From an optimization exercise on the open Yosys and OpenROAD flow, aimed at small area, a short achievable clock period and few clock cycles per item; shortcuts taken in it are not production practice. The RTL was checked by simulation tests, not by an equivalence proof against the original design.

`flow/config.mk`:
```
export PLATFORM = sky130hd
export DESIGN_NAME = nn_mac_array
export DESIGN_NICKNAME = nn_mac_array
export VERILOG_FILES = /design/flow/design.v
export SDC_FILE = /design/flow/constraint.sdc
export NUM_CORES = 4
export LEC_CHECK = 0
export CAP_MARGIN = 20
export CORE_MARGIN = 2
export CORE_UTILIZATION = 40
export CTS_BUF_LIST = sky130_fd_sc_hd__clkbuf_16
export CTS_CLUSTER_DIAMETER = 70
export CTS_CLUSTER_SIZE = 32
export SETUP_SLACK_MARGIN = 4.2
export SLEW_MARGIN = 20
```
`flow/flow/run.sh`:
```
#!/bin/bash
# The standard layout, with the port buffers taken from buf_1 instead of the
# cell buffer_ports picks by default (a larger, slower delay cell). Timing
# repair still resizes any of them that limit timing.
set -euo pipefail
export BUFFER_PORTS_ARGS="-buffer_cell sky130_fd_sc_hd__buf_1"
bash standard.sh > standard.log 2>&1
```
`flow/standard.sh`:
```
#!/bin/bash
# synth_recipe.tcl (not shown) runs the flow's synth.tcl, then flattens the netlist and writes it again
# the make line also repeats each setting of config.mk as NAME=value (left out here)
make -C /OpenROAD-flow-scripts/flow DESIGN_CONFIG=/design/flow/config.mk WORK_HOME=/design/flow/orfs CLKGATE_MAP_FILE= SYNTH_SCRIPT=/design/flow/synth_recipe.tcl "${@:-finish}"
```
`flow/constraint.sdc`:
```
create_clock -name core_clock -period 8.0 [get_ports {clk}]
set_input_delay 1.6000 -clock core_clock [delete_from_list [all_inputs] [get_ports {clk}]]
set_output_delay 1.6000 -clock core_clock [all_outputs]
set_load 0.01 [all_outputs]
```
`flow/design.v`:
```
module nn_mac_array #(
    parameter int LANES  = 4,
    parameter int DWIDTH = 16,
    parameter int FRAC   = 8,
    parameter int AWIDTH = 40,
    parameter int CWIDTH = 16
) (
    input  logic                    clk,
    input  logic                    rst_n,
    input  logic                    s_valid,
    output logic                    s_ready,
    input  logic                    s_last,
    input  logic [DWIDTH-1:0]       s_x,
    input  logic [LANES*DWIDTH-1:0] s_w,
    input  logic [LANES*DWIDTH-1:0] s_bias,
    input  logic                    relu_en,
    output logic                    m_valid,
    input  logic                    m_ready,
    output logic [LANES*DWIDTH-1:0] m_data,
    output logic [LANES-1:0]        m_ovf,
    output logic [CWIDTH-1:0]       m_count,
    output logic                    busy
);
    localparam logic [AWIDTH-1:0] M0 = 40'h7fffffff;
    localparam logic [AWIDTH-1:0] M1 = 40'h7ffffffd;
    localparam logic [AWIDTH-1:0] K0 = 40'hff80000000;
    localparam logic [AWIDTH-1:0] K1 = 40'h0;
    localparam logic [AWIDTH-1:0] RND = AWIDTH'(1) << (FRAC-1);
    logic s_hs;
    assign s_hs = s_valid & s_ready;
    assign busy = ~s_ready;
    logic [7:0]              enc_one, enc_two, enc_neg;
    logic [7:0]              x_one, x_two, x_neg;
    logic [7:0]              x_one_n, x_two_n, x_neg_n;
    logic [LANES*DWIDTH-1:0] w0;
    logic [DWIDTH-1:0]       b0 [LANES];
    logic                    bc0 [LANES];
    logic                    v0, l0, relu0;
    always_comb begin
        for (int j = 0; j < 8; j++) begin
            logic lo, mid, hi;
            lo  = (j == 0) ? 1'b0 : s_x[2*j-1];
            mid = s_x[2*j];
            hi  = s_x[2*j+1];
            enc_one[j] = s_hs & (mid ^ lo);
            enc_two[j] = s_hs & ((hi & ~mid & ~lo) | (~hi & mid & lo));
            enc_neg[j] = s_hs & hi;
        end
    end
    always_ff @(posedge clk) begin
        x_one   <= enc_one;
        x_two   <= enc_two;
        x_neg   <= enc_neg;
        x_one_n <= ~enc_one;
        x_two_n <= ~enc_two;
        x_neg_n <= ~enc_neg;
        w0      <= s_w;
        for (int i = 0; i < LANES; i++) begin
            logic [DWIDTH-1:0] bg;
            logic [5:0]        mid;
            bg     = (s_hs & s_last) ? s_bias[i*DWIDTH +: DWIDTH] : '0;
            mid    = {1'b0, bg[10:6]} + {5'b0, enc_neg[7]};
            b0[i]  <= {bg[15:11], mid[4:0], bg[5:0]};
            bc0[i] <= mid[5];
        end
        l0    <= s_last;
        relu0 <= relu_en;
    end
    logic                v1, l1, relu1;
    logic [AWIDTH-1:0]   t0_q [LANES];
    logic [AWIDTH-1:0]   t1_q [LANES];
    for (genvar i = 0; i < LANES; i++) begin : g_tree
        logic [AWIDTH-1:0] t0, t1;
        nn_mac_lane_tree u_tree (
            .one (i[0] ? ~x_one_n : x_one),
            .two (i[0] ? ~x_two_n : x_two),
            .neg (i[0] ? ~x_neg_n : x_neg),
            .w   (w0[i*DWIDTH +: DWIDTH]),
            .b   (b0[i]),
            .bc  (bc0[i]),
            .r0  (t0),
            .r1  (t1)
        );
        always_ff @(posedge clk) begin
            t0_q[i] <= t0;
            t1_q[i] <= t1;
        end
    end
    always_ff @(posedge clk) begin
        l1    <= l0;
        relu1 <= relu0;
    end
    logic                a_fin, a_init, a_relu;
    logic [CWIDTH-1:0]   a_cnt;
    logic [AWIDTH-1:0]   acc_q [LANES];
    logic                fin, out_free, done, relu_f;
    logic [CWIDTH-1:0]   cnt_f;
    logic [AWIDTH-1:0]   sum [LANES];
    logic [LANES-1:0]    all0, all1;
    assign fin      = (v1 & l1) | a_fin;         
    assign out_free = ~m_valid;
    assign done     = fin & out_free;             
    assign relu_f   = v1 ? relu1 : a_relu;
    assign cnt_f    = v1 ? (a_cnt + {{(CWIDTH-1){1'b0}}, ~&a_cnt}) : a_cnt;
    logic [AWIDTH-1:0] add_a [LANES];
    logic [AWIDTH-1:0] add_b [LANES];
    logic [AWIDTH-1:0] add_s [LANES];
    for (genvar i = 0; i < LANES; i++) begin : g_add
        logic [AWIDTH-1:0] y0, y1;
        assign y0       = (t0_q[i] & M0) | K0;
        assign y1       = (t1_q[i] & M1) | K1;
        assign add_a[i] = acc_q[i] ^ y0 ^ y1;
        assign add_b[i] = ((acc_q[i] & y0) | (acc_q[i] & y1) | (y0 & y1)) << 1;
        nn_mac_add u_add (.a(add_a[i]), .b(add_b[i]), .s(add_s[i]));
    end
    always_comb begin
        for (int i = 0; i < LANES; i++) begin
            logic [AWIDTH-1:0] p, q;
            p      = add_a[i];
            q      = add_b[i];
            sum[i] = add_s[i];
            begin
                logic ok0, ok1;
                ok0 = 1'b1;
                ok1 = 1'b1;
                for (int k = FRAC+DWIDTH; k < AWIDTH; k++) begin
                    ok0 &= ~((p[k] ^ q[k]) ^ (p[k-1] | q[k-1]));
                    ok1 &=  ((p[k] ^ q[k]) ^ (p[k-1] & q[k-1]));
                end
                all0[i] = ok0 & ~sum[i][FRAC+DWIDTH-1];
                all1[i] = ok1 &  sum[i][FRAC+DWIDTH-1];
            end
        end
    end
    always_ff @(posedge clk) begin
        a_relu <= relu_f;
        a_cnt  <= (done | a_init) ? '0 : cnt_f;
        for (int i = 0; i < LANES; i++)
            acc_q[i] <= (done | a_init) ? RND : sum[i];
    end
    always_ff @(posedge clk) begin
        if (done) begin
            m_count <= cnt_f;
            for (int i = 0; i < LANES; i++) begin
                logic ovf, neg;
                logic [DWIDTH-1:0] r;
                ovf = ~(all0[i] | all1[i]);
                neg = sum[i][AWIDTH-1];
                r   = ovf ? {neg, {(DWIDTH-1){~neg}}} : sum[i][FRAC +: DWIDTH];
                if (relu_f && r[DWIDTH-1]) r = '0;
                m_data[i*DWIDTH +: DWIDTH] <= r;
                m_ovf[i] <= ovf;
            end
        end
    end
    logic       a_fin_d, m_valid_d;
    logic [2:0] closed_d;
    assign a_fin_d   = fin & ~out_free;
    assign m_valid_d = done | (m_valid & ~m_ready);
    assign closed_d  = {2'b0, s_hs & s_last} + {2'b0, v0 & l0} + {2'b0, a_fin_d} + {2'b0, m_valid_d};
    always_ff @(posedge clk or negedge rst_n) begin
        if (!rst_n) begin
            s_ready <= 1'b0;
            v0      <= 1'b0;
            v1      <= 1'b0;
            a_fin   <= 1'b0;
            a_init  <= 1'b1;
            m_valid <= 1'b0;
        end else begin
            s_ready <= (closed_d <= 3'd1);
            v0      <= s_hs;
            v1      <= v0;
            a_fin   <= a_fin_d;
            a_init  <= 1'b0;
            m_valid <= m_valid_d;
        end
    end
endmodule
module nn_mac_lane_tree (
    input  logic [7:0]  one, two, neg,
    input  logic [15:0] w,
    input  logic [15:0] b,
    input  logic        bc,
    output logic [39:0] r0, r1
);
    wire pp1 = (one[0] & w[0]) ^ neg[0];
    wire pp2 = ((one[0] & w[1]) | (two[0] & w[0])) ^ neg[0];
    wire pp3 = ((one[0] & w[2]) | (two[0] & w[1])) ^ neg[0];
    wire pp4 = ((one[0] & w[3]) | (two[0] & w[2])) ^ neg[0];
    wire pp5 = ((one[0] & w[4]) | (two[0] & w[3])) ^ neg[0];
    wire pp6 = ((one[0] & w[5]) | (two[0] & w[4])) ^ neg[0];
    wire pp7 = ((one[0] & w[6]) | (two[0] & w[5])) ^ neg[0];
    wire pp8 = ((one[0] & w[7]) | (two[0] & w[6])) ^ neg[0];
    wire pp9 = ((one[0] & w[8]) | (two[0] & w[7])) ^ neg[0];
    wire pp10 = ((one[0] & w[9]) | (two[0] & w[8])) ^ neg[0];
    wire pp11 = ((one[0] & w[10]) | (two[0] & w[9])) ^ neg[0];
    wire pp12 = ((one[0] & w[11]) | (two[0] & w[10])) ^ neg[0];
    wire pp13 = ((one[0] & w[12]) | (two[0] & w[11])) ^ neg[0];
    wire pp14 = ((one[0] & w[13]) | (two[0] & w[12])) ^ neg[0];
    wire pp15 = ((one[0] & w[14]) | (two[0] & w[13])) ^ neg[0];
    wire pp16 = ((one[0] & w[15]) | (two[0] & w[14])) ^ neg[0];
    wire pp17 = ((one[0] | two[0]) & w[15]) ^ neg[0];
    wire pn18 = ~pp17;
    wire pp19 = (one[1] & w[0]) ^ neg[1];
    wire pp20 = ((one[1] & w[1]) | (two[1] & w[0])) ^ neg[1];
    wire pp21 = ((one[1] & w[2]) | (two[1] & w[1])) ^ neg[1];
    wire pp22 = ((one[1] & w[3]) | (two[1] & w[2])) ^ neg[1];
    wire pp23 = ((one[1] & w[4]) | (two[1] & w[3])) ^ neg[1];
    wire pp24 = ((one[1] & w[5]) | (two[1] & w[4])) ^ neg[1];
    wire pp25 = ((one[1] & w[6]) | (two[1] & w[5])) ^ neg[1];
    wire pp26 = ((one[1] & w[7]) | (two[1] & w[6])) ^ neg[1];
    wire pp27 = ((one[1] & w[8]) | (two[1] & w[7])) ^ neg[1];
    wire pp28 = ((one[1] & w[9]) | (two[1] & w[8])) ^ neg[1];
    wire pp29 = ((one[1] & w[10]) | (two[1] & w[9])) ^ neg[1];
    wire pp30 = ((one[1] & w[11]) | (two[1] & w[10])) ^ neg[1];
    wire pp31 = ((one[1] & w[12]) | (two[1] & w[11])) ^ neg[1];
    wire pp32 = ((one[1] & w[13]) | (two[1] & w[12])) ^ neg[1];
    wire pp33 = ((one[1] & w[14]) | (two[1] & w[13])) ^ neg[1];
    wire pp34 = ((one[1] & w[15]) | (two[1] & w[14])) ^ neg[1];
    wire pp35 = ~(((one[1] | two[1]) & w[15]) ^ neg[1]);
    wire pp36 = (one[2] & w[0]) ^ neg[2];
    wire pp37 = ((one[2] & w[1]) | (two[2] & w[0])) ^ neg[2];
    wire pp38 = ((one[2] & w[2]) | (two[2] & w[1])) ^ neg[2];
    wire pp39 = ((one[2] & w[3]) | (two[2] & w[2])) ^ neg[2];
    wire pp40 = ((one[2] & w[4]) | (two[2] & w[3])) ^ neg[2];
    wire pp41 = ((one[2] & w[5]) | (two[2] & w[4])) ^ neg[2];
    wire pp42 = ((one[2] & w[6]) | (two[2] & w[5])) ^ neg[2];
    wire pp43 = ((one[2] & w[7]) | (two[2] & w[6])) ^ neg[2];
    wire pp44 = ((one[2] & w[8]) | (two[2] & w[7])) ^ neg[2];
    wire pp45 = ((one[2] & w[9]) | (two[2] & w[8])) ^ neg[2];
    wire pp46 = ((one[2] & w[10]) | (two[2] & w[9])) ^ neg[2];
    wire pp47 = ((one[2] & w[11]) | (two[2] & w[10])) ^ neg[2];
    wire pp48 = ((one[2] & w[12]) | (two[2] & w[11])) ^ neg[2];
    wire pp49 = ((one[2] & w[13]) | (two[2] & w[12])) ^ neg[2];
    wire pp50 = ((one[2] & w[14]) | (two[2] & w[13])) ^ neg[2];
    wire pp51 = ((one[2] & w[15]) | (two[2] & w[14])) ^ neg[2];
    wire pp52 = ~(((one[2] | two[2]) & w[15]) ^ neg[2]);
    wire pp53 = (one[3] & w[0]) ^ neg[3];
    wire pp54 = ((one[3] & w[1]) | (two[3] & w[0])) ^ neg[3];
    wire pp55 = ((one[3] & w[2]) | (two[3] & w[1])) ^ neg[3];
    wire pp56 = ((one[3] & w[3]) | (two[3] & w[2])) ^ neg[3];
    wire pp57 = ((one[3] & w[4]) | (two[3] & w[3])) ^ neg[3];
    wire pp58 = ((one[3] & w[5]) | (two[3] & w[4])) ^ neg[3];
    wire pp59 = ((one[3] & w[6]) | (two[3] & w[5])) ^ neg[3];
    wire pp60 = ((one[3] & w[7]) | (two[3] & w[6])) ^ neg[3];
    wire pp61 = ((one[3] & w[8]) | (two[3] & w[7])) ^ neg[3];
    wire pp62 = ((one[3] & w[9]) | (two[3] & w[8])) ^ neg[3];
    wire pp63 = ((one[3] & w[10]) | (two[3] & w[9])) ^ neg[3];
    wire pp64 = ((one[3] & w[11]) | (two[3] & w[10])) ^ neg[3];
    wire pp65 = ((one[3] & w[12]) | (two[3] & w[11])) ^ neg[3];
    wire pp66 = ((one[3] & w[13]) | (two[3] & w[12])) ^ neg[3];
    wire pp67 = ((one[3] & w[14]) | (two[3] & w[13])) ^ neg[3];
    wire pp68 = ((one[3] & w[15]) | (two[3] & w[14])) ^ neg[3];
    wire pp69 = ~(((one[3] | two[3]) & w[15]) ^ neg[3]);
    wire pp70 = (one[4] & w[0]) ^ neg[4];
    wire pp71 = ((one[4] & w[1]) | (two[4] & w[0])) ^ neg[4];
    wire pp72 = ((one[4] & w[2]) | (two[4] & w[1])) ^ neg[4];
    wire pp73 = ((one[4] & w[3]) | (two[4] & w[2])) ^ neg[4];
    wire pp74 = ((one[4] & w[4]) | (two[4] & w[3])) ^ neg[4];
    wire pp75 = ((one[4] & w[5]) | (two[4] & w[4])) ^ neg[4];
    wire pp76 = ((one[4] & w[6]) | (two[4] & w[5])) ^ neg[4];
    wire pp77 = ((one[4] & w[7]) | (two[4] & w[6])) ^ neg[4];
    wire pp78 = ((one[4] & w[8]) | (two[4] & w[7])) ^ neg[4];
    wire pp79 = ((one[4] & w[9]) | (two[4] & w[8])) ^ neg[4];
    wire pp80 = ((one[4] & w[10]) | (two[4] & w[9])) ^ neg[4];
    wire pp81 = ((one[4] & w[11]) | (two[4] & w[10])) ^ neg[4];
    wire pp82 = ((one[4] & w[12]) | (two[4] & w[11])) ^ neg[4];
    wire pp83 = ((one[4] & w[13]) | (two[4] & w[12])) ^ neg[4];
    wire pp84 = ((one[4] & w[14]) | (two[4] & w[13])) ^ neg[4];
    wire pp85 = ((one[4] & w[15]) | (two[4] & w[14])) ^ neg[4];
    wire pp86 = ~(((one[4] | two[4]) & w[15]) ^ neg[4]);
    wire pp87 = (one[5] & w[0]) ^ neg[5];
    wire pp88 = ((one[5] & w[1]) | (two[5] & w[0])) ^ neg[5];
    wire pp89 = ((one[5] & w[2]) | (two[5] & w[1])) ^ neg[5];
    wire pp90 = ((one[5] & w[3]) | (two[5] & w[2])) ^ neg[5];
    wire pp91 = ((one[5] & w[4]) | (two[5] & w[3])) ^ neg[5];
    wire pp92 = ((one[5] & w[5]) | (two[5] & w[4])) ^ neg[5];
    wire pp93 = ((one[5] & w[6]) | (two[5] & w[5])) ^ neg[5];
    wire pp94 = ((one[5] & w[7]) | (two[5] & w[6])) ^ neg[5];
    wire pp95 = ((one[5] & w[8]) | (two[5] & w[7])) ^ neg[5];
    wire pp96 = ((one[5] & w[9]) | (two[5] & w[8])) ^ neg[5];
    wire pp97 = ((one[5] & w[10]) | (two[5] & w[9])) ^ neg[5];
    wire pp98 = ((one[5] & w[11]) | (two[5] & w[10])) ^ neg[5];
    wire pp99 = ((one[5] & w[12]) | (two[5] & w[11])) ^ neg[5];
    wire pp100 = ((one[5] & w[13]) | (two[5] & w[12])) ^ neg[5];
    wire pp101 = ((one[5] & w[14]) | (two[5] & w[13])) ^ neg[5];
    wire pp102 = ((one[5] & w[15]) | (two[5] & w[14])) ^ neg[5];
    wire pp103 = ~(((one[5] | two[5]) & w[15]) ^ neg[5]);
    wire pp104 = (one[6] & w[0]) ^ neg[6];
    wire pp105 = ((one[6] & w[1]) | (two[6] & w[0])) ^ neg[6];
    wire pp106 = ((one[6] & w[2]) | (two[6] & w[1])) ^ neg[6];
    wire pp107 = ((one[6] & w[3]) | (two[6] & w[2])) ^ neg[6];
    wire pp108 = ((one[6] & w[4]) | (two[6] & w[3])) ^ neg[6];
    wire pp109 = ((one[6] & w[5]) | (two[6] & w[4])) ^ neg[6];
    wire pp110 = ((one[6] & w[6]) | (two[6] & w[5])) ^ neg[6];
    wire pp111 = ((one[6] & w[7]) | (two[6] & w[6])) ^ neg[6];
    wire pp112 = ((one[6] & w[8]) | (two[6] & w[7])) ^ neg[6];
    wire pp113 = ((one[6] & w[9]) | (two[6] & w[8])) ^ neg[6];
    wire pp114 = ((one[6] & w[10]) | (two[6] & w[9])) ^ neg[6];
    wire pp115 = ((one[6] & w[11]) | (two[6] & w[10])) ^ neg[6];
    wire pp116 = ((one[6] & w[12]) | (two[6] & w[11])) ^ neg[6];
    wire pp117 = ((one[6] & w[13]) | (two[6] & w[12])) ^ neg[6];
    wire pp118 = ((one[6] & w[14]) | (two[6] & w[13])) ^ neg[6];
    wire pp119 = ((one[6] & w[15]) | (two[6] & w[14])) ^ neg[6];
    wire pp120 = ~(((one[6] | two[6]) & w[15]) ^ neg[6]);
    wire pp121 = (one[7] & w[0]) ^ neg[7];
    wire pp122 = ((one[7] & w[1]) | (two[7] & w[0])) ^ neg[7];
    wire pp123 = ((one[7] & w[2]) | (two[7] & w[1])) ^ neg[7];
    wire pp124 = ((one[7] & w[3]) | (two[7] & w[2])) ^ neg[7];
    wire pp125 = ((one[7] & w[4]) | (two[7] & w[3])) ^ neg[7];
    wire pp126 = ((one[7] & w[5]) | (two[7] & w[4])) ^ neg[7];
    wire pp127 = ((one[7] & w[6]) | (two[7] & w[5])) ^ neg[7];
    wire pp128 = ((one[7] & w[7]) | (two[7] & w[6])) ^ neg[7];
    wire pp129 = ((one[7] & w[8]) | (two[7] & w[7])) ^ neg[7];
    wire pp130 = ((one[7] & w[9]) | (two[7] & w[8])) ^ neg[7];
    wire pp131 = ((one[7] & w[10]) | (two[7] & w[9])) ^ neg[7];
    wire pp132 = ((one[7] & w[11]) | (two[7] & w[10])) ^ neg[7];
    wire pp133 = ((one[7] & w[12]) | (two[7] & w[11])) ^ neg[7];
    wire pp134 = ((one[7] & w[13]) | (two[7] & w[12])) ^ neg[7];
    wire pp135 = ((one[7] & w[14]) | (two[7] & w[13])) ^ neg[7];
    wire pp136 = ((one[7] & w[15]) | (two[7] & w[14])) ^ neg[7];
    wire pp137 = ~(((one[7] | two[7]) & w[15]) ^ neg[7]);
    wire bn138 = ~b[15];
    wire hs139 = pp9 ^ pp25;
    wire hc140 = pp9 & pp25;
    wire hs141 = pp10 ^ pp26;
    wire hc142 = pp10 & pp26;
    wire ft143 = pp11 ^ pp27;
    wire fs144 = ft143 ^ pp42;
    wire fc145 = (pp11 & pp27) | (ft143 & pp42);
    wire hs146 = pp57 ^ pp72;
    wire hc147 = pp57 & pp72;
    wire ft148 = pp12 ^ pp28;
    wire fs149 = ft148 ^ pp43;
    wire fc150 = (pp12 & pp28) | (ft148 & pp43);
    wire hs151 = pp58 ^ pp73;
    wire hc152 = pp58 & pp73;
    wire ft153 = pp13 ^ pp29;
    wire fs154 = ft153 ^ pp44;
    wire fc155 = (pp13 & pp29) | (ft153 & pp44);
    wire ft156 = pp59 ^ pp74;
    wire fs157 = ft156 ^ pp89;
    wire fc158 = (pp59 & pp74) | (ft156 & pp89);
    wire hs159 = pp104 ^ neg[6];
    wire hc160 = pp104 & neg[6];
    wire ft161 = pp14 ^ pp30;
    wire fs162 = ft161 ^ pp45;
    wire fc163 = (pp14 & pp30) | (ft161 & pp45);
    wire ft164 = pp60 ^ pp75;
    wire fs165 = ft164 ^ pp90;
    wire fc166 = (pp60 & pp75) | (ft164 & pp90);
    wire hs167 = pp105 ^ b[5];
    wire hc168 = pp105 & b[5];
    wire ft169 = pp15 ^ pp31;
    wire fs170 = ft169 ^ pp46;
    wire fc171 = (pp15 & pp31) | (ft169 & pp46);
    wire ft172 = pp61 ^ pp76;
    wire fs173 = ft172 ^ pp91;
    wire fc174 = (pp61 & pp76) | (ft172 & pp91);
    wire ft175 = pp106 ^ pp121;
    wire fs176 = ft175 ^ b[6];
    wire fc177 = (pp106 & pp121) | (ft175 & b[6]);
    wire ft178 = pp16 ^ pp32;
    wire fs179 = ft178 ^ pp47;
    wire fc180 = (pp16 & pp32) | (ft178 & pp47);
    wire ft181 = pp62 ^ pp77;
    wire fs182 = ft181 ^ pp92;
    wire fc183 = (pp62 & pp77) | (ft181 & pp92);
    wire ft184 = pp107 ^ pp122;
    wire fs185 = ft184 ^ b[7];
    wire fc186 = (pp107 & pp122) | (ft184 & b[7]);
    wire ft187 = pp17 ^ pp33;
    wire fs188 = ft187 ^ pp48;
    wire fc189 = (pp17 & pp33) | (ft187 & pp48);
    wire ft190 = pp63 ^ pp78;
    wire fs191 = ft190 ^ pp93;
    wire fc192 = (pp63 & pp78) | (ft190 & pp93);
    wire ft193 = pp108 ^ pp123;
    wire fs194 = ft193 ^ b[8];
    wire fc195 = (pp108 & pp123) | (ft193 & b[8]);
    wire ft196 = pp17 ^ pp34;
    wire fs197 = ft196 ^ pp49;
    wire fc198 = (pp17 & pp34) | (ft196 & pp49);
    wire ft199 = pp64 ^ pp79;
    wire fs200 = ft199 ^ pp94;
    wire fc201 = (pp64 & pp79) | (ft199 & pp94);
    wire ft202 = pp109 ^ pp124;
    wire fs203 = ft202 ^ b[9];
    wire fc204 = (pp109 & pp124) | (ft202 & b[9]);
    wire ft205 = pn18 ^ pp35;
    wire fs206 = ft205 ^ pp50;
    wire fc207 = (pn18 & pp35) | (ft205 & pp50);
    wire ft208 = pp65 ^ pp80;
    wire fs209 = ft208 ^ pp95;
    wire fc210 = (pp65 & pp80) | (ft208 & pp95);
    wire ft211 = pp110 ^ pp125;
    wire fs212 = ft211 ^ b[10];
    wire fc213 = (pp110 & pp125) | (ft211 & b[10]);
    wire ft214 = pp51 ^ pp66;
    wire fs215 = ft214 ^ pp81;
    wire fc216 = (pp51 & pp66) | (ft214 & pp81);
    wire ft217 = pp96 ^ pp111;
    wire fs218 = ft217 ^ pp126;
    wire fc219 = (pp96 & pp111) | (ft217 & pp126);
    wire fs220 = ~(b[11] ^ bc);
    wire fc221 = b[11] | bc;
    wire ft222 = pp52 ^ pp67;
    wire fs223 = ft222 ^ pp82;
    wire fc224 = (pp52 & pp67) | (ft222 & pp82);
    wire ft225 = pp97 ^ pp112;
    wire fs226 = ft225 ^ pp127;
    wire fc227 = (pp97 & pp112) | (ft225 & pp127);
    wire ft228 = pp68 ^ pp83;
    wire fs229 = ft228 ^ pp98;
    wire fc230 = (pp68 & pp83) | (ft228 & pp98);
    wire hs231 = pp113 ^ pp128;
    wire hc232 = pp113 & pp128;
    wire ft233 = pp69 ^ pp84;
    wire fs234 = ft233 ^ pp99;
    wire fc235 = (pp69 & pp84) | (ft233 & pp99);
    wire hs236 = pp7 ^ pp23;
    wire hc237 = pp7 & pp23;
    wire hs238 = pp8 ^ pp24;
    wire hc239 = pp8 & pp24;
    wire ft240 = hs139 ^ pp40;
    wire fs241 = ft240 ^ pp55;
    wire fc242 = (hs139 & pp40) | (ft240 & pp55);
    wire hs243 = pp70 ^ neg[4];
    wire hc244 = pp70 & neg[4];
    wire ft245 = hs141 ^ pp41;
    wire fs246 = ft245 ^ pp56;
    wire fc247 = (hs141 & pp41) | (ft245 & pp56);
    wire ft248 = pp71 ^ b[1];
    wire fs249 = ft248 ^ hc140;
    wire fc250 = (pp71 & b[1]) | (ft248 & hc140);
    wire ft251 = fs144 ^ hs146;
    wire fs252 = ft251 ^ pp87;
    wire fc253 = (fs144 & hs146) | (ft251 & pp87);
    wire ft254 = neg[5] ^ b[2];
    wire fs255 = ft254 ^ hc142;
    wire fc256 = (neg[5] & b[2]) | (ft254 & hc142);
    wire ft257 = fs149 ^ hs151;
    wire fs258 = ft257 ^ pp88;
    wire fc259 = (fs149 & hs151) | (ft257 & pp88);
    wire ft260 = b[3] ^ fc145;
    wire fs261 = ft260 ^ hc147;
    wire fc262 = (b[3] & fc145) | (ft260 & hc147);
    wire ft263 = fs154 ^ fs157;
    wire fs264 = ft263 ^ hs159;
    wire fc265 = (fs154 & fs157) | (ft263 & hs159);
    wire ft266 = b[4] ^ fc150;
    wire fs267 = ft266 ^ hc152;
    wire fc268 = (b[4] & fc150) | (ft266 & hc152);
    wire ft269 = fs162 ^ fs165;
    wire fs270 = ft269 ^ hs167;
    wire fc271 = (fs162 & fs165) | (ft269 & hs167);
    wire ft272 = fc155 ^ fc158;
    wire fs273 = ft272 ^ hc160;
    wire fc274 = (fc155 & fc158) | (ft272 & hc160);
    wire ft275 = fs170 ^ fs173;
    wire fs276 = ft275 ^ fs176;
    wire fc277 = (fs170 & fs173) | (ft275 & fs176);
    wire ft278 = fc163 ^ fc166;
    wire fs279 = ft278 ^ hc168;
    wire fc280 = (fc163 & fc166) | (ft278 & hc168);
    wire ft281 = fs179 ^ fs182;
    wire fs282 = ft281 ^ fs185;
    wire fc283 = (fs179 & fs182) | (ft281 & fs185);
    wire ft284 = fc171 ^ fc174;
    wire fs285 = ft284 ^ fc177;
    wire fc286 = (fc171 & fc174) | (ft284 & fc177);
    wire ft287 = fs188 ^ fs191;
    wire fs288 = ft287 ^ fs194;
    wire fc289 = (fs188 & fs191) | (ft287 & fs194);
    wire ft290 = fc180 ^ fc183;
    wire fs291 = ft290 ^ fc186;
    wire fc292 = (fc180 & fc183) | (ft290 & fc186);
    wire ft293 = fs197 ^ fs200;
    wire fs294 = ft293 ^ fs203;
    wire fc295 = (fs197 & fs200) | (ft293 & fs203);
    wire ft296 = fc189 ^ fc192;
    wire fs297 = ft296 ^ fc195;
    wire fc298 = (fc189 & fc192) | (ft296 & fc195);
    wire ft299 = fs206 ^ fs209;
    wire fs300 = ft299 ^ fs212;
    wire fc301 = (fs206 & fs209) | (ft299 & fs212);
    wire ft302 = fc198 ^ fc201;
    wire fs303 = ft302 ^ fc204;
    wire fc304 = (fc198 & fc201) | (ft302 & fc204);
    wire ft305 = fs215 ^ fs218;
    wire fs306 = ft305 ^ fs220;
    wire fc307 = (fs215 & fs218) | (ft305 & fs220);
    wire ft308 = fc207 ^ fc210;
    wire fs309 = ft308 ^ fc213;
    wire fc310 = (fc207 & fc210) | (ft308 & fc213);
    wire ft311 = fs223 ^ fs226;
    wire fs312 = ft311 ^ b[12];
    wire fc313 = (fs223 & fs226) | (ft311 & b[12]);
    wire ft314 = fc216 ^ fc219;
    wire fs315 = ft314 ^ fc221;
    wire fc316 = (fc216 & fc219) | (ft314 & fc221);
    wire ft317 = fs229 ^ hs231;
    wire fs318 = ft317 ^ b[13];
    wire fc319 = (fs229 & hs231) | (ft317 & b[13]);
    wire fs320 = ~(fc224 ^ fc227);
    wire fc321 = fc224 | fc227;
    wire ft322 = fs234 ^ pp114;
    wire fs323 = ft322 ^ pp129;
    wire fc324 = (fs234 & pp114) | (ft322 & pp129);
    wire ft325 = b[14] ^ fc230;
    wire fs326 = ft325 ^ hc232;
    wire fc327 = (b[14] & fc230) | (ft325 & hc232);
    wire ft328 = pp85 ^ pp100;
    wire fs329 = ft328 ^ pp115;
    wire fc330 = (pp85 & pp100) | (ft328 & pp115);
    wire ft331 = pp130 ^ bn138;
    wire fs332 = ft331 ^ fc235;
    wire fc333 = (pp130 & bn138) | (ft331 & fc235);
    wire ft334 = pp86 ^ pp101;
    wire fs335 = ft334 ^ pp116;
    wire fc336 = (pp86 & pp101) | (ft334 & pp116);
    wire hs337 = pp102 ^ pp117;
    wire hc338 = pp102 & pp117;
    wire hs339 = pp5 ^ pp21;
    wire hc340 = pp5 & pp21;
    wire hs341 = pp6 ^ pp22;
    wire hc342 = pp6 & pp22;
    wire ft343 = hs236 ^ pp38;
    wire fs344 = ft343 ^ pp53;
    wire fc345 = (hs236 & pp38) | (ft343 & pp53);
    wire ft346 = hs238 ^ pp39;
    wire fs347 = ft346 ^ pp54;
    wire fc348 = (hs238 & pp39) | (ft346 & pp54);
    wire ft349 = fs241 ^ hs243;
    wire fs350 = ft349 ^ b[0];
    wire fc351 = (fs241 & hs243) | (ft349 & b[0]);
    wire ft352 = fs246 ^ fs249;
    wire fs353 = ft352 ^ fc242;
    wire fc354 = (fs246 & fs249) | (ft352 & fc242);
    wire ft355 = fs252 ^ fs255;
    wire fs356 = ft355 ^ fc247;
    wire fc357 = (fs252 & fs255) | (ft355 & fc247);
    wire ft358 = fs258 ^ fs261;
    wire fs359 = ft358 ^ fc253;
    wire fc360 = (fs258 & fs261) | (ft358 & fc253);
    wire ft361 = fs264 ^ fs267;
    wire fs362 = ft361 ^ fc259;
    wire fc363 = (fs264 & fs267) | (ft361 & fc259);
    wire ft364 = fs270 ^ fs273;
    wire fs365 = ft364 ^ fc265;
    wire fc366 = (fs270 & fs273) | (ft364 & fc265);
    wire ft367 = fs276 ^ fs279;
    wire fs368 = ft367 ^ fc271;
    wire fc369 = (fs276 & fs279) | (ft367 & fc271);
    wire ft370 = fs282 ^ fs285;
    wire fs371 = ft370 ^ fc277;
    wire fc372 = (fs282 & fs285) | (ft370 & fc277);
    wire ft373 = fs288 ^ fs291;
    wire fs374 = ft373 ^ fc283;
    wire fc375 = (fs288 & fs291) | (ft373 & fc283);
    wire ft376 = fs294 ^ fs297;
    wire fs377 = ft376 ^ fc289;
    wire fc378 = (fs294 & fs297) | (ft376 & fc289);
    wire ft379 = fs300 ^ fs303;
    wire fs380 = ft379 ^ fc295;
    wire fc381 = (fs300 & fs303) | (ft379 & fc295);
    wire ft382 = fs306 ^ fs309;
    wire fs383 = ft382 ^ fc301;
    wire fc384 = (fs306 & fs309) | (ft382 & fc301);
    wire ft385 = fs312 ^ fs315;
    wire fs386 = ft385 ^ fc307;
    wire fc387 = (fs312 & fs315) | (ft385 & fc307);
    wire ft388 = fs318 ^ fs320;
    wire fs389 = ft388 ^ fc313;
    wire fc390 = (fs318 & fs320) | (ft388 & fc313);
    wire ft391 = fs323 ^ fs326;
    wire fs392 = ft391 ^ fc319;
    wire fc393 = (fs323 & fs326) | (ft391 & fc319);
    wire ft394 = fs329 ^ fs332;
    wire fs395 = ft394 ^ fc324;
    wire fc396 = (fs329 & fs332) | (ft394 & fc324);
    wire ft397 = fs335 ^ pp131;
    wire fs398 = ft397 ^ fc330;
    wire fc399 = (fs335 & pp131) | (ft397 & fc330);
    wire ft400 = hs337 ^ pp132;
    wire fs401 = ft400 ^ fc336;
    wire fc402 = (hs337 & pp132) | (ft400 & fc336);
    wire ft403 = pp103 ^ pp118;
    wire fs404 = ft403 ^ pp133;
    wire fc405 = (pp103 & pp118) | (ft403 & pp133);
    wire hs406 = pp119 ^ pp134;
    wire hc407 = pp119 & pp134;
    wire hs408 = pp3 ^ pp19;
    wire hc409 = pp3 & pp19;
    wire hs410 = pp4 ^ pp20;
    wire hc411 = pp4 & pp20;
    wire ft412 = hs339 ^ pp36;
    wire fs413 = ft412 ^ neg[2];
    wire fc414 = (hs339 & pp36) | (ft412 & neg[2]);
    wire ft415 = hs341 ^ pp37;
    wire fs416 = ft415 ^ hc340;
    wire fc417 = (hs341 & pp37) | (ft415 & hc340);
    wire ft418 = fs344 ^ neg[3];
    wire fs419 = ft418 ^ hc342;
    wire fc420 = (fs344 & neg[3]) | (ft418 & hc342);
    wire ft421 = fs347 ^ hc237;
    wire fs422 = ft421 ^ fc345;
    wire fc423 = (fs347 & hc237) | (ft421 & fc345);
    wire ft424 = fs350 ^ hc239;
    wire fs425 = ft424 ^ fc348;
    wire fc426 = (fs350 & hc239) | (ft424 & fc348);
    wire ft427 = fs353 ^ hc244;
    wire fs428 = ft427 ^ fc351;
    wire fc429 = (fs353 & hc244) | (ft427 & fc351);
    wire ft430 = fs356 ^ fc250;
    wire fs431 = ft430 ^ fc354;
    wire fc432 = (fs356 & fc250) | (ft430 & fc354);
    wire ft433 = fs359 ^ fc256;
    wire fs434 = ft433 ^ fc357;
    wire fc435 = (fs359 & fc256) | (ft433 & fc357);
    wire ft436 = fs362 ^ fc262;
    wire fs437 = ft436 ^ fc360;
    wire fc438 = (fs362 & fc262) | (ft436 & fc360);
    wire ft439 = fs365 ^ fc268;
    wire fs440 = ft439 ^ fc363;
    wire fc441 = (fs365 & fc268) | (ft439 & fc363);
    wire ft442 = fs368 ^ fc274;
    wire fs443 = ft442 ^ fc366;
    wire fc444 = (fs368 & fc274) | (ft442 & fc366);
    wire ft445 = fs371 ^ fc280;
    wire fs446 = ft445 ^ fc369;
    wire fc447 = (fs371 & fc280) | (ft445 & fc369);
    wire ft448 = fs374 ^ fc286;
    wire fs449 = ft448 ^ fc372;
    wire fc450 = (fs374 & fc286) | (ft448 & fc372);
    wire ft451 = fs377 ^ fc292;
    wire fs452 = ft451 ^ fc375;
    wire fc453 = (fs377 & fc292) | (ft451 & fc375);
    wire ft454 = fs380 ^ fc298;
    wire fs455 = ft454 ^ fc378;
    wire fc456 = (fs380 & fc298) | (ft454 & fc378);
    wire ft457 = fs383 ^ fc304;
    wire fs458 = ft457 ^ fc381;
    wire fc459 = (fs383 & fc304) | (ft457 & fc381);
    wire ft460 = fs386 ^ fc310;
    wire fs461 = ft460 ^ fc384;
    wire fc462 = (fs386 & fc310) | (ft460 & fc384);
    wire ft463 = fs389 ^ fc316;
    wire fs464 = ft463 ^ fc387;
    wire fc465 = (fs389 & fc316) | (ft463 & fc387);
    wire ft466 = fs392 ^ fc321;
    wire fs467 = ft466 ^ fc390;
    wire fc468 = (fs392 & fc321) | (ft466 & fc390);
    wire ft469 = fs395 ^ fc327;
    wire fs470 = ft469 ^ fc393;
    wire fc471 = (fs395 & fc327) | (ft469 & fc393);
    wire ft472 = fs398 ^ fc333;
    wire fs473 = ft472 ^ fc396;
    wire fc474 = (fs398 & fc333) | (ft472 & fc396);
    wire fs475 = ~(fs401 ^ fc399);
    wire fc476 = fs401 | fc399;
    wire ft477 = fs404 ^ hc338;
    wire fs478 = ft477 ^ fc402;
    wire fc479 = (fs404 & hc338) | (ft477 & fc402);
    wire fs480 = ~(hs406 ^ fc405);
    wire fc481 = hs406 | fc405;
    wire ft482 = pp120 ^ pp135;
    wire fs483 = ft482 ^ hc407;
    wire fc484 = (pp120 & pp135) | (ft482 & hc407);
    wire fn485 = ~pp136;
    assign r0[0] = pp1;
    assign r0[1] = pp2;
    assign r0[2] = hs408;
    assign r0[3] = hs410;
    assign r0[4] = fs413;
    assign r0[5] = fs416;
    assign r0[6] = fs419;
    assign r0[7] = fs422;
    assign r0[8] = fs425;
    assign r0[9] = fs428;
    assign r0[10] = fs431;
    assign r0[11] = fs434;
    assign r0[12] = fs437;
    assign r0[13] = fs440;
    assign r0[14] = fs443;
    assign r0[15] = fs446;
    assign r0[16] = fs449;
    assign r0[17] = fs452;
    assign r0[18] = fs455;
    assign r0[19] = fs458;
    assign r0[20] = fs461;
    assign r0[21] = fs464;
    assign r0[22] = fs467;
    assign r0[23] = fs470;
    assign r0[24] = fs473;
    assign r0[25] = fs475;
    assign r0[26] = fs478;
    assign r0[27] = fs480;
    assign r0[28] = fs483;
    assign r0[29] = fn485;
    assign r0[30] = pp137;
    assign r0[31] = 1'b1;
    assign r0[32] = 1'b1;
    assign r0[33] = 1'b1;
    assign r0[34] = 1'b1;
    assign r0[35] = 1'b1;
    assign r0[36] = 1'b1;
    assign r0[37] = 1'b1;
    assign r0[38] = 1'b1;
    assign r0[39] = 1'b1;
    assign r1[0] = neg[0];
    assign r1[1] = 1'b0;
    assign r1[2] = neg[1];
    assign r1[3] = hc409;
    assign r1[4] = hc411;
    assign r1[5] = fc414;
    assign r1[6] = fc417;
    assign r1[7] = fc420;
    assign r1[8] = fc423;
    assign r1[9] = fc426;
    assign r1[10] = fc429;
    assign r1[11] = fc432;
    assign r1[12] = fc435;
    assign r1[13] = fc438;
    assign r1[14] = fc441;
    assign r1[15] = fc444;
    assign r1[16] = fc447;
    assign r1[17] = fc450;
    assign r1[18] = fc453;
    assign r1[19] = fc456;
    assign r1[20] = fc459;
    assign r1[21] = fc462;
    assign r1[22] = fc465;
    assign r1[23] = fc468;
    assign r1[24] = fc471;
    assign r1[25] = fc474;
    assign r1[26] = fc476;
    assign r1[27] = fc479;
    assign r1[28] = fc481;
    assign r1[29] = fc484;
    assign r1[30] = pp136;
    assign r1[31] = 1'b0;
    assign r1[32] = 1'b0;
    assign r1[33] = 1'b0;
    assign r1[34] = 1'b0;
    assign r1[35] = 1'b0;
    assign r1[36] = 1'b0;
    assign r1[37] = 1'b0;
    assign r1[38] = 1'b0;
    assign r1[39] = 1'b0;
endmodule
module nn_mac_add (
    input  logic [39:0] a, b,
    output logic [39:0] s
);
    logic [39:0] g0, p0;
    assign g0 = a & b;
    assign p0 = a ^ b;
    wire g1_1 = g0[1] | (p0[1] & g0[0]);
    wire g1_3 = g0[3] | (p0[3] & g0[2]);
    wire p1_3 = p0[3] & p0[2];
    wire g1_5 = g0[5] | (p0[5] & g0[4]);
    wire p1_5 = p0[5] & p0[4];
    wire g1_7 = g0[7] | (p0[7] & g0[6]);
    wire p1_7 = p0[7] & p0[6];
    wire g1_9 = g0[9] | (p0[9] & g0[8]);
    wire p1_9 = p0[9] & p0[8];
    wire g1_11 = g0[11] | (p0[11] & g0[10]);
    wire p1_11 = p0[11] & p0[10];
    wire g1_13 = g0[13] | (p0[13] & g0[12]);
    wire p1_13 = p0[13] & p0[12];
    wire g1_15 = g0[15] | (p0[15] & g0[14]);
    wire p1_15 = p0[15] & p0[14];
    wire g1_17 = g0[17] | (p0[17] & g0[16]);
    wire p1_17 = p0[17] & p0[16];
    wire g1_19 = g0[19] | (p0[19] & g0[18]);
    wire p1_19 = p0[19] & p0[18];
    wire g1_21 = g0[21] | (p0[21] & g0[20]);
    wire p1_21 = p0[21] & p0[20];
    wire g1_23 = g0[23] | (p0[23] & g0[22]);
    wire p1_23 = p0[23] & p0[22];
    wire g1_25 = g0[25] | (p0[25] & g0[24]);
    wire p1_25 = p0[25] & p0[24];
    wire g1_27 = g0[27] | (p0[27] & g0[26]);
    wire p1_27 = p0[27] & p0[26];
    wire g1_29 = g0[29] | (p0[29] & g0[28]);
    wire p1_29 = p0[29] & p0[28];
    wire g1_31 = g0[31] | (p0[31] & g0[30]);
    wire p1_31 = p0[31] & p0[30];
    wire g1_33 = g0[33] | (p0[33] & g0[32]);
    wire p1_33 = p0[33] & p0[32];
    wire g1_35 = g0[35] | (p0[35] & g0[34]);
    wire p1_35 = p0[35] & p0[34];
    wire g1_37 = g0[37] | (p0[37] & g0[36]);
    wire p1_37 = p0[37] & p0[36];
    wire g1_39 = g0[39] | (p0[39] & g0[38]);
    wire p1_39 = p0[39] & p0[38];
    wire g2_2 = g0[2] | (p0[2] & g1_1);
    wire g2_3 = g1_3 | (p1_3 & g1_1);
    wire g2_6 = g0[6] | (p0[6] & g1_5);
    wire p2_6 = p0[6] & p1_5;
    wire g2_7 = g1_7 | (p1_7 & g1_5);
    wire p2_7 = p1_7 & p1_5;
    wire g2_10 = g0[10] | (p0[10] & g1_9);
    wire p2_10 = p0[10] & p1_9;
    wire g2_11 = g1_11 | (p1_11 & g1_9);
    wire p2_11 = p1_11 & p1_9;
    wire g2_14 = g0[14] | (p0[14] & g1_13);
    wire p2_14 = p0[14] & p1_13;
    wire g2_15 = g1_15 | (p1_15 & g1_13);
    wire p2_15 = p1_15 & p1_13;
    wire g2_18 = g0[18] | (p0[18] & g1_17);
    wire p2_18 = p0[18] & p1_17;
    wire g2_19 = g1_19 | (p1_19 & g1_17);
    wire p2_19 = p1_19 & p1_17;
    wire g2_22 = g0[22] | (p0[22] & g1_21);
    wire p2_22 = p0[22] & p1_21;
    wire g2_23 = g1_23 | (p1_23 & g1_21);
    wire p2_23 = p1_23 & p1_21;
    wire g2_26 = g0[26] | (p0[26] & g1_25);
    wire p2_26 = p0[26] & p1_25;
    wire g2_27 = g1_27 | (p1_27 & g1_25);
    wire p2_27 = p1_27 & p1_25;
    wire g2_30 = g0[30] | (p0[30] & g1_29);
    wire p2_30 = p0[30] & p1_29;
    wire g2_31 = g1_31 | (p1_31 & g1_29);
    wire p2_31 = p1_31 & p1_29;
    wire g2_34 = g0[34] | (p0[34] & g1_33);
    wire p2_34 = p0[34] & p1_33;
    wire g2_35 = g1_35 | (p1_35 & g1_33);
    wire p2_35 = p1_35 & p1_33;
    wire g2_38 = g0[38] | (p0[38] & g1_37);
    wire p2_38 = p0[38] & p1_37;
    wire g2_39 = g1_39 | (p1_39 & g1_37);
    wire p2_39 = p1_39 & p1_37;
    wire g3_4 = g0[4] | (p0[4] & g2_3);
    wire g3_5 = g1_5 | (p1_5 & g2_3);
    wire g3_6 = g2_6 | (p2_6 & g2_3);
    wire g3_7 = g2_7 | (p2_7 & g2_3);
    wire g3_12 = g0[12] | (p0[12] & g2_11);
    wire p3_12 = p0[12] & p2_11;
    wire g3_13 = g1_13 | (p1_13 & g2_11);
    wire p3_13 = p1_13 & p2_11;
    wire g3_14 = g2_14 | (p2_14 & g2_11);
    wire p3_14 = p2_14 & p2_11;
    wire g3_15 = g2_15 | (p2_15 & g2_11);
    wire p3_15 = p2_15 & p2_11;
    wire g3_20 = g0[20] | (p0[20] & g2_19);
    wire p3_20 = p0[20] & p2_19;
    wire g3_21 = g1_21 | (p1_21 & g2_19);
    wire p3_21 = p1_21 & p2_19;
    wire g3_22 = g2_22 | (p2_22 & g2_19);
    wire p3_22 = p2_22 & p2_19;
    wire g3_23 = g2_23 | (p2_23 & g2_19);
    wire p3_23 = p2_23 & p2_19;
    wire g3_28 = g0[28] | (p0[28] & g2_27);
    wire p3_28 = p0[28] & p2_27;
    wire g3_29 = g1_29 | (p1_29 & g2_27);
    wire p3_29 = p1_29 & p2_27;
    wire g3_30 = g2_30 | (p2_30 & g2_27);
    wire p3_30 = p2_30 & p2_27;
    wire g3_31 = g2_31 | (p2_31 & g2_27);
    wire p3_31 = p2_31 & p2_27;
    wire g3_36 = g0[36] | (p0[36] & g2_35);
    wire p3_36 = p0[36] & p2_35;
    wire g3_37 = g1_37 | (p1_37 & g2_35);
    wire p3_37 = p1_37 & p2_35;
    wire g3_38 = g2_38 | (p2_38 & g2_35);
    wire p3_38 = p2_38 & p2_35;
    wire g3_39 = g2_39 | (p2_39 & g2_35);
    wire p3_39 = p2_39 & p2_35;
    wire g4_8 = g0[8] | (p0[8] & g3_7);
    wire g4_9 = g1_9 | (p1_9 & g3_7);
    wire g4_10 = g2_10 | (p2_10 & g3_7);
    wire g4_11 = g2_11 | (p2_11 & g3_7);
    wire g4_12 = g3_12 | (p3_12 & g3_7);
    wire g4_13 = g3_13 | (p3_13 & g3_7);
    wire g4_14 = g3_14 | (p3_14 & g3_7);
    wire g4_15 = g3_15 | (p3_15 & g3_7);
    wire g4_24 = g0[24] | (p0[24] & g3_23);
    wire p4_24 = p0[24] & p3_23;
    wire g4_25 = g1_25 | (p1_25 & g3_23);
    wire p4_25 = p1_25 & p3_23;
    wire g4_26 = g2_26 | (p2_26 & g3_23);
    wire p4_26 = p2_26 & p3_23;
    wire g4_27 = g2_27 | (p2_27 & g3_23);
    wire p4_27 = p2_27 & p3_23;
    wire g4_28 = g3_28 | (p3_28 & g3_23);
    wire p4_28 = p3_28 & p3_23;
    wire g4_29 = g3_29 | (p3_29 & g3_23);
    wire p4_29 = p3_29 & p3_23;
    wire g4_30 = g3_30 | (p3_30 & g3_23);
    wire p4_30 = p3_30 & p3_23;
    wire g4_31 = g3_31 | (p3_31 & g3_23);
    wire p4_31 = p3_31 & p3_23;
    wire g5_16 = g0[16] | (p0[16] & g4_15);
    wire g5_17 = g1_17 | (p1_17 & g4_15);
    wire g5_18 = g2_18 | (p2_18 & g4_15);
    wire g5_19 = g2_19 | (p2_19 & g4_15);
    wire g5_20 = g3_20 | (p3_20 & g4_15);
    wire g5_21 = g3_21 | (p3_21 & g4_15);
    wire g5_22 = g3_22 | (p3_22 & g4_15);
    wire g5_23 = g3_23 | (p3_23 & g4_15);
    wire g5_24 = g4_24 | (p4_24 & g4_15);
    wire g5_25 = g4_25 | (p4_25 & g4_15);
    wire g5_26 = g4_26 | (p4_26 & g4_15);
    wire g5_27 = g4_27 | (p4_27 & g4_15);
    wire g5_28 = g4_28 | (p4_28 & g4_15);
    wire g5_29 = g4_29 | (p4_29 & g4_15);
    wire g5_30 = g4_30 | (p4_30 & g4_15);
    wire g5_31 = g4_31 | (p4_31 & g4_15);
    wire g6_32 = g0[32] | (p0[32] & g5_31);
    wire g6_33 = g1_33 | (p1_33 & g5_31);
    wire g6_34 = g2_34 | (p2_34 & g5_31);
    wire g6_35 = g2_35 | (p2_35 & g5_31);
    wire g6_36 = g3_36 | (p3_36 & g5_31);
    wire g6_37 = g3_37 | (p3_37 & g5_31);
    wire g6_38 = g3_38 | (p3_38 & g5_31);
    wire g6_39 = g3_39 | (p3_39 & g5_31);
    assign s = p0 ^ {g6_38, g6_37, g6_36, g6_35, g6_34, g6_33, g6_32, g5_31, g5_30, g5_29, g5_28, g5_27, g5_26, g5_25, g5_24, g5_23, g5_22, g5_21, g5_20, g5_19, g5_18, g5_17, g5_16, g4_15, g4_14, g4_13, g4_12, g4_11, g4_10, g4_9, g4_8, g3_7, g3_6, g3_5, g3_4, g2_3, g2_2, g1_1, g0[0], 1'b0};
endmodule
```
==> metrics.md, run 1 <==
| Metric | Value |
|---|---|
| First-pass iteration count of the detailed router | 8 |
| DR iter-0 viols | 2532 |
| Vias per std cell | 5.21 |
| Commonest cells post-synth | 632 x inv_1, 601 x dfxtp_1, 573 x fa_1 |
| Setup Viol. Count Final | 0 |
| Async SR Flop Fraction | less than 1% |
| Initial antenna violation count | 9 |
| Actual slew at the worst max-slew pin | between 900 and 1000 ps |
| Max FO, Critical Path | 16 |
| Clock Path Buffers | 3 |
| Avg Synthesized Cell Area | 10.3 um2 |
| Post-synth EDFFs | 84 |
| CTS tree | done |
| Post-synthesis register bit count | 691 |
| IO buf count | 236 |
| Crit path buf inv count | 1 |
| Worst EP arrival | 4240 ps |
| Total Routing Usage GR | 21.3% |
| Ranking of synthesized cells by area | dfxtp_1 25%, fa_1 23%, xnor2_1 8.1% |
| RSZ-0062 raised after global routing | yes |
| Initial core utilization | 40.2% |
| Max-cap viol count | 0 |
| Mapped cell area | 49000 um2 |
| Post-route ant nets | 0 |
| Crit start category | flip-flop |
| CP delay by family, top | compound AO/OA/AOI/OAI gates |
| Vias | 33777 |
| Fin crit period | 3740 ps |
| Main synth FF type | dfxtp_1 |
| Final Max Slew Viols | 0 |
| Final setup skew | 53.4 ps |
| Max layer used | met5 |
| Sequential-to-total area share from yosys stat | 30.0% |
| Largest net degree at the start of global routing | 63 |
| WS Path Type | reg -> reg |
| Final net count | roughly 5800 |
| Worst Setup End Kind | flip-flop |
| Required time worst endpoint | 8500 ps |
| Achievable clock frequency | between 0.2 and 0.3 GHz |
| Core area | 122000 um2 |
| Slew headroom | 38.3% |
| Final design utilization | between 40% and 50% |
| H-tree level count | 2 |
| Root Buffer | clkbuf_16 |
| DP HPWL | between 90000 and 100000 um |
| Remaining DRCs | 0 |
| Area Growth Syn to Fin | 10.7% |
| Net count after synthesis | between 5000 and 6000 |
| Fraction of layout cells with a size suffix above 1 | 7.17% |
| Critical-path top delay cell | o21ai_0 |
| Row count | 128 |
| Share of the synthesized area in the top cell type | 24.6% |
| Vias in the first global route | approximately 35000 |
| GRT overflow | 0 |
| Tcrit/Tclk final | 46.8% |
| Clock sinks | 691 |
| Fin. Hold Viols | 0 |
| Met2 routed wirelength | 57100 um |
| Die H | between 300 and 400 um |
| Yosys warnings | 18 |
| CP Cell Sequence | fa_1, ha_1, a21oi_1, o21ai_0, a221oi_1, a21bo_2, a31oi_4, o311ai_4, a211oi_2, o21ai_2, buf_12, nor3b_1 |
| CTS Buf Count | 57 |
| DRT met1 WL | 62400 um |
| Fin Setup TNS | 0 ps |
| CP peak stage delay | about 560 ps |
| First-pass GRT wire length | 208000 um |
| Clk pin slew, worst setup/hold paths | approximately 90 ps |
| DR WL/cell | 20.7 um |
| Die area | about 130000 um2 |
| RePlAce Congestion | slightly below 0.9 |
| Overall routed net length | ~130000 um |
| Worst hold path type | reg -> reg |
| Worst-Skew Late Latency | 710 ps |
| Outcome | complete, no violations |
| Yosys cell types | 71 |
| # IOs | 237 |
| Metal3 WL | about 11000 um |
| Cell count after synthesis | roughly 4800 |
| Most used standard cell by instance count after synthesis | inv_1 |
| Die width | 354 um |
| Yosys top cell by area | dfxtp_1 |
-- metal layers --
| layer | global-route usage [%] | vias to the layer above |
|---|---|---|
| met4 | 6.86 | 10 |
| met1 | 30.9 | 16761 |
| met2 | 31.8 | 1287 |
| li1 | - | 15489 |
| met5 | 0 | - |
| met3 | 4.45 | 230 |
-- path summary, 6_finish.rpt --
check | from | end | slack [ps] | depth (start not counted)
worst max-delay path | g_add[1].y0[17]$_DFF_P_ | m_data[31]$_SDFFCE_PP0P_ | 4260 | 12
worst min-delay path | relu0$_DFF_P_ | relu1$_DFF_P_ | 340 | 0
worst max register to register | g_add[1].y0[17]$_DFF_P_ | m_data[31]$_SDFFCE_PP0P_ | 4260 | 12
worst min register to register | relu0$_DFF_P_ | relu1$_DFF_P_ | 340 | 0
max in group asynchronous | rst_n | a_init$_DFF_PN1_ | 6960 | 1
min in group asynchronous | rst_n | m_valid$_DFF_PN0_ | 750 | 1
-- cell usage in the layout, fill, tap and decap left out, types with 8 or more instances in the layout --
cell | synthesis | layout
inv_12 | 0 | 11
fa_1 | 573 | 569
or2_2 | 10 | 9
and3_1 | 14 | 12
o22ai_1 | 244 | 243
ha_1 | 308 | 300
inv_16 | 0 | 11
o21bai_1 | 12 | 11
a21oi_1 | 70 | 67
nor4_1 | 16 | 13
o21ai_2 | 11 | 16
inv_1 | 632 | 629
or3_1 | 8 | 8
o21ai_1 | 4 | 11
dfxtp_1 | 601 | 554
a31oi_1 | 23 | 19
buf_4 | 0 | 67
a22oi_1 | 241 | 240
xor2_1 | 336 | 334
nand4_1 | 38 | 38
nor3_1 | 19 | 19
nand3_1 | 24 | 24
dfxtp_2 | 0 | 35
nand2_1 | 150 | 148
clkbuf_16 | 0 | 57
o21a_1 | 14 | 14
dfxtp_4 | 0 | 12
o21ai_0 | 104 | 92
nor2_1 | 203 | 199
nor2b_1 | 12 | 12
buf_1 | 39 | 236
a21o_1 | 28 | 28
edfxtp_1 | 84 | 84
and2_1 | 92 | 89
nand2b_1 | 21 | 21
xnor2_1 | 452 | 448
-- registers in the layout, indices dropped and copies added (netlist names), 16 cells and up --
register  flops
m_count      16
g_add.y1    116
m_data       64
w0           64
a_cnt        16
b0           64
g_add.y0    124
acc_q       160
-- metrics by stage --
step / setup WS [ps] / cell area [um2] / instances / hold WS (ps)
floorplan: 4350 / 49000 / 4759 / 310
global placement: 3760 / 51000 / 6339 / 329
detailed placement: 3570 / 51000 / 6339 / 327
CTS: 4190 / 53700 / 6459 / 346
global route: 4150 / 54200 / 6480 / 345
finish: 4260 / 54200 / 6481 / 339
-- cell type report --
class	count	area, um2
Antenna cell	1	2.50
Clock buffer	57	1430
Clock inverter	51	812
Fill cell	11664	67500
Inverter	638	2420
Multi-Input combinational cell	3107	31200
Sequential cell	691	14800
Tap cell	1625	2030
Timing Repair Buffer	311	1520
-- what timing repair did --
action / CTS / global route
pin swaps: 6 / 34
gates resized for setup: 59 / 97
endpoints found under the setup margin: 120 / 108
hold buffers: 0 / 0
buffers inserted: 10 / 21
cloned: 2 / 0
-- cell families (layout without fill, tap and decap cells) --
logic type / after synthesis / in the layout / synth area share, %
adders and majority gates: 881 / 881 / 31.3
DFF: 691 / 691 / 30.0
other: 1 / 2 / 0.00766
muxes: 8 / 8 / 0.179
AOI/OAI and AO/OA: 797 / 798 / 10.8
and+or+nand+nor: 630 / 631 / 6.22
xor gates and xnor gates: 788 / 788 / 14.1
buffers and inverters: 963 / 1057 / 7.41
Testbench counts, summed over its fixed seeds: cycles 13,941, items 1,600.
==> inputs of run 2 (changes only) <==
--- a/flow/config.mk
+++ b/flow/config.mk
@@ -13,3 +13,3 @@
 export CTS_CLUSTER_SIZE = 32
-export SETUP_SLACK_MARGIN = 4.2
+export SETUP_SLACK_MARGIN = 4.0
 export SLEW_MARGIN = 20
==> run 2 against run 1 <==
Critical path type unchanged. Via count hardly changed. Cell count is 0.23% lower. Maximum frequency is 3.8% lower.
==> metrics.md, run 2 <==
| Metric | Value |
|---|---|
| CP Cell Sequence | fa_1, ha_1, a21o_1, a31o_2, and3_2, o21a_4, o21a_1, a311o_2, or4_4, nor2_4, a41oi_2, o21ai_2 |
| Final setup skew | 56.1 ps (+2.69 ps) |
| Commonest cells post-synth | 632 x inv_1, 601 x dfxtp_1, 573 x fa_1 |
| Vias in the first global route | 34883 (-1.2%) |
| Post-Synth Simple-Gate Area | 6.22% (unchanged) |
| CTS Buf Count | 57 (unchanged) |
| Post-route cell area | 53800 um2 (-0.79%) |
| Most used standard cell by instance count after synthesis | inv_1 |
| Critical-path top delay cell | or4_4 |
| Remaining DRCs | 0 (unchanged) |
| Largest net degree at the start of global routing | 66 (+4.8%) |
| Yosys warnings | 18 (unchanged) |
| Net count after synthesis | 5790 (unchanged) |
| Setup Viol. Count Final | 0 (unchanged) |
| Post-synth EDFFs | 84 (unchanged) |
| Worst-Skew Late Latency | 730 ps (+20 ps) |
| Area Growth Syn to Fin | 9.82% |
| First-pass GRT wire length | 207000 um (-0.46%) |
| Filler Cells Inserted | 11675 (+0.094%) |
| Initial antenna violation count | 19 (+10) |
| Slew headroom | 16.9% (-21 points) |
| Die area | 125000 um2 (unchanged) |
| Row count | 128 (unchanged) |
| Multi-input logic area | 30900 um2 (-0.88%) |
| Final Max Slew Viols | 0 (unchanged) |
| H-tree level count | 2 (unchanged) |
| Crit path buf inv count | 0 (-1) |
| Fin. Hold Viols | 0 (unchanged) |
| Clock Path Buffers | 3 (unchanged) |
| Post-Synth Adder-Cell Area | 31.3% (unchanged) |
| # IOs | 237 (unchanged) |
| IO buf count | 236 (unchanged) |
| Ranking of synthesized cells by area | dfxtp_1 25%, fa_1 23%, xnor2_1 8.1% |
| Sequential-to-total area share from yosys stat | 30.0% (unchanged) |
| Fin crit period | 3890 ps (+148 ps) |
| Largest Register | acc_q |
| Avg Synthesized Cell Area | 10.3 um2 (unchanged) |
| Final setup margin | 4110 ps (-148 ps) |
| Final net count | 5822 (-0.26%) |
| DR WL/cell | 20.8 um (+0.16%) |
| Placed cells | 6339 (unchanged) |
| CTS tree | done |
| Worst hold path type | reg -> reg |
| Commonest non-fill, non-tap cells in the layout | 632 x inv_1, 573 x fa_1, 571 x dfxtp_1 |
| Outcome | complete, no violations |
| Fin Setup TNS | 0 ps (unchanged) |
| WS Path Type | reg -> reg |
| Largest family of logic cells by synthesized area | adder cells |
| Mux cell area share after synthesis | 0.179% (unchanged) |
| DP HPWL | 96100 um (-0.34%) |
| Async SR Flop Fraction | 0.868% (unchanged) |
| Actual slew at the worst max-slew pin | 1240 ps (+311 ps) |
| XOR/XNOR Fraction of Synth Area | 14.1% (unchanged) |
| RSZ-0062 raised after global routing | yes |
| First-pass iteration count of the detailed router | 5 (-3) |
| Root Buffer | clkbuf_16 |
| Crit start category | flip-flop |
| Clock sinks | 691 (unchanged) |
| DR iter-0 viols | 2582 (+2.0%) |
| Register area | 14800 um2 (-0.30%) |
| Die H | 354 um (unchanged) |
| Post-synthesis register bit count | 691 (unchanged) |
| Achievable clock frequency | 0.257 GHz (-3.8%) |
| Die width | 354 um (unchanged) |
| Setup WS pre-CTS | 3500 ps (-69.7 ps) |
| Post-route ant nets | 0 (unchanged) |
| Required time worst endpoint | 8560 ps (+60 ps) |
| Cell count after synthesis | 4759 (unchanged) |
| Total Routing Usage GR | 21.3% (-0.074 points) |
| Compound-Gate Fraction of Synth Area | 10.8% (unchanged) |
| Vias | 33753 (-0.071%) |
| CP delay by family, top | compound AO/OA/AOI/OAI gates |
| Core area | 122000 um2 (unchanged) |
| Vias per std cell | 5.22 (+0.16%) |
| Share of the synthesized area in the top cell type | 24.6% (unchanged) |
| Overall routed net length | 134000 um (about the same) |
| Area after DPL | 51000 um2 (about the same) |
| Worst Setup End Kind | flip-flop |
| Max FO, Critical Path | 7 (-9) |
| Fraction of layout cells with a size suffix above 1 | 5.87% (-1.3 points) |
| Main synth FF type | dfxtp_1 |
| Mapped cell area | 49000 um2 (unchanged) |
| Non-filler cells, final | 6466 (-0.23%) |
| Clk pin slew, worst setup/hold paths | 90 ps (about the same) |
| Yosys cell types | 71 (unchanged) |
| Worst EP arrival | 4460 ps (+220 ps) |
| Yosys top cell by area | dfxtp_1 |
| GRT overflow | 0 (unchanged) |
| Initial core utilization | 40.2% (unchanged) |
| RePlAce Congestion | 0.855 (-3.0%) |
| Tcrit/Tclk final | 48.6% (+1.9 points) |
| CP peak stage delay | 570 ps (about the same) |
| Max FFs per register | 160 (unchanged) |
| Max-cap viol count | 0 (unchanged) |
| Commonest non-fill, non-tap cell in the layout | inv_1 |
[run 2: cell counts after synthesis]
Identical to the previous run, type by type.
[run 2: path summary, 6_finish.rpt]
path                                         from                      end  slack (ps)  cells after the start
hold / removal                         l0$_DFF_P_               l1$_DFF_P_         360                      0
hold reg to reg                        l0$_DFF_P_               l1$_DFF_P_         360                      0
setup / recovery           acc_q[0][2]$_SDFF_PP0_  m_data[6]$_SDFFCE_PP0P_        4110                     12
max in group asynchronous                   rst_n         a_init$_DFF_PN1_        6950                      1
min in group asynchronous                   rst_n        m_valid$_DFF_PN0_         740                      1
setup reg to reg           acc_q[0][2]$_SDFF_PP0_  m_data[6]$_SDFFCE_PP0P_        4110                     12
[run 2: area by class of cell]
type | instances | share of cell area, %
inverters | 638 | 4.47
flip-flops and latches | 691 | 27.4
clock buffers | 59 | 2.75
repair buffers | 296 | 2.53
diodes | 1 | 0.00465
multi-input cells | 3107 | 57.5
well taps | 1625 | 3.78
clock inverters | 49 | 1.53
[run 2: timing repair]
item | in CTS | in global routing
pin swaps | 1 | 8
resized for setup | 25 | 44
hold buffers | 0 | 0
buffers inserted | 6 | 10
cloned | 0 | 2
endpoints found under the setup margin | 79 | 84
[run 2: logic make-up (layout without fill, tap and decap cells)]
group	after synthesis	after routing
compound gates	797	798
xor+xnor	788	788
fa+ha+maj	881	881
buf+inv	963	1042
flops	691	691
mux	8	8
other cells	1	2
simple gates	630	631
[run 2: worst register-to-register path, cell delays in order, from the launching register on]
cell and delay (ps):
dfxtp_1 330, fa_1 560, ha_1 230, a21o_1 200, a31o_2 280, and3_2 270
o21a_4 220, o21a_1 160, a311o_2 400, or4_4 570, nor2_4 160, a41oi_2 130
o21ai_2 250
[run 2: layer usage]
layer / share of wire, % / GRT usage (%)
met1: 46 / 31.3
met2: 42 / 31.3
met3: 8.7 / 4.43
met4: 2.7 / 6.31
met5: 0.033 / 0
[run 2: stage by stage]
stage                     utilization (%)  hold WS (ps)
after floorplan                         -           310
after global placement               41.9           338
after detailed placement             41.9           342
after CTS                            44.0           360
after global routing                 44.2           365
final                                44.2           359

## afterwards: timing with drivers on the ports
The results above use ideal ports. As a check the final layouts listed here were re-extracted and re-timed, cells and wires unchanged.
Step 1 assumes that a clkbuf_16 drives the clock port and a buf_2 every other input.
Step 2 also shifts input and output timing later by t, the mid clock arrival at the registers, as if the neighbouring blocks saw the same clock.
Slacks: ideal / step 1 / step 2; pairs: ideal / step 1.
| run | shift t [ns] | slack for setup (ns) | hold WS [ns] | latest minus earliest clock arrival (ns) | slew at the worst register clock pin (ns) |
|---|---|---|---|---|---|
| run 1 | 0.751 | 4.257 / 4.257 / 4.175 | 0.339 / 0.339 / 0.339 | 0.054 / 0.054 | 0.10 / 0.10 |
| run 2 | 0.762 | 4.108 / 4.108 / 4.106 | 0.359 / 0.359 / 0.359 | 0.058 / 0.057 | 0.10 / 0.10 |
After both steps every run listed still meets setup and hold. For run 1, which loses most, drivers alone change the setup slack by 0.000 ns; drivers and shift together by -0.082 ns.
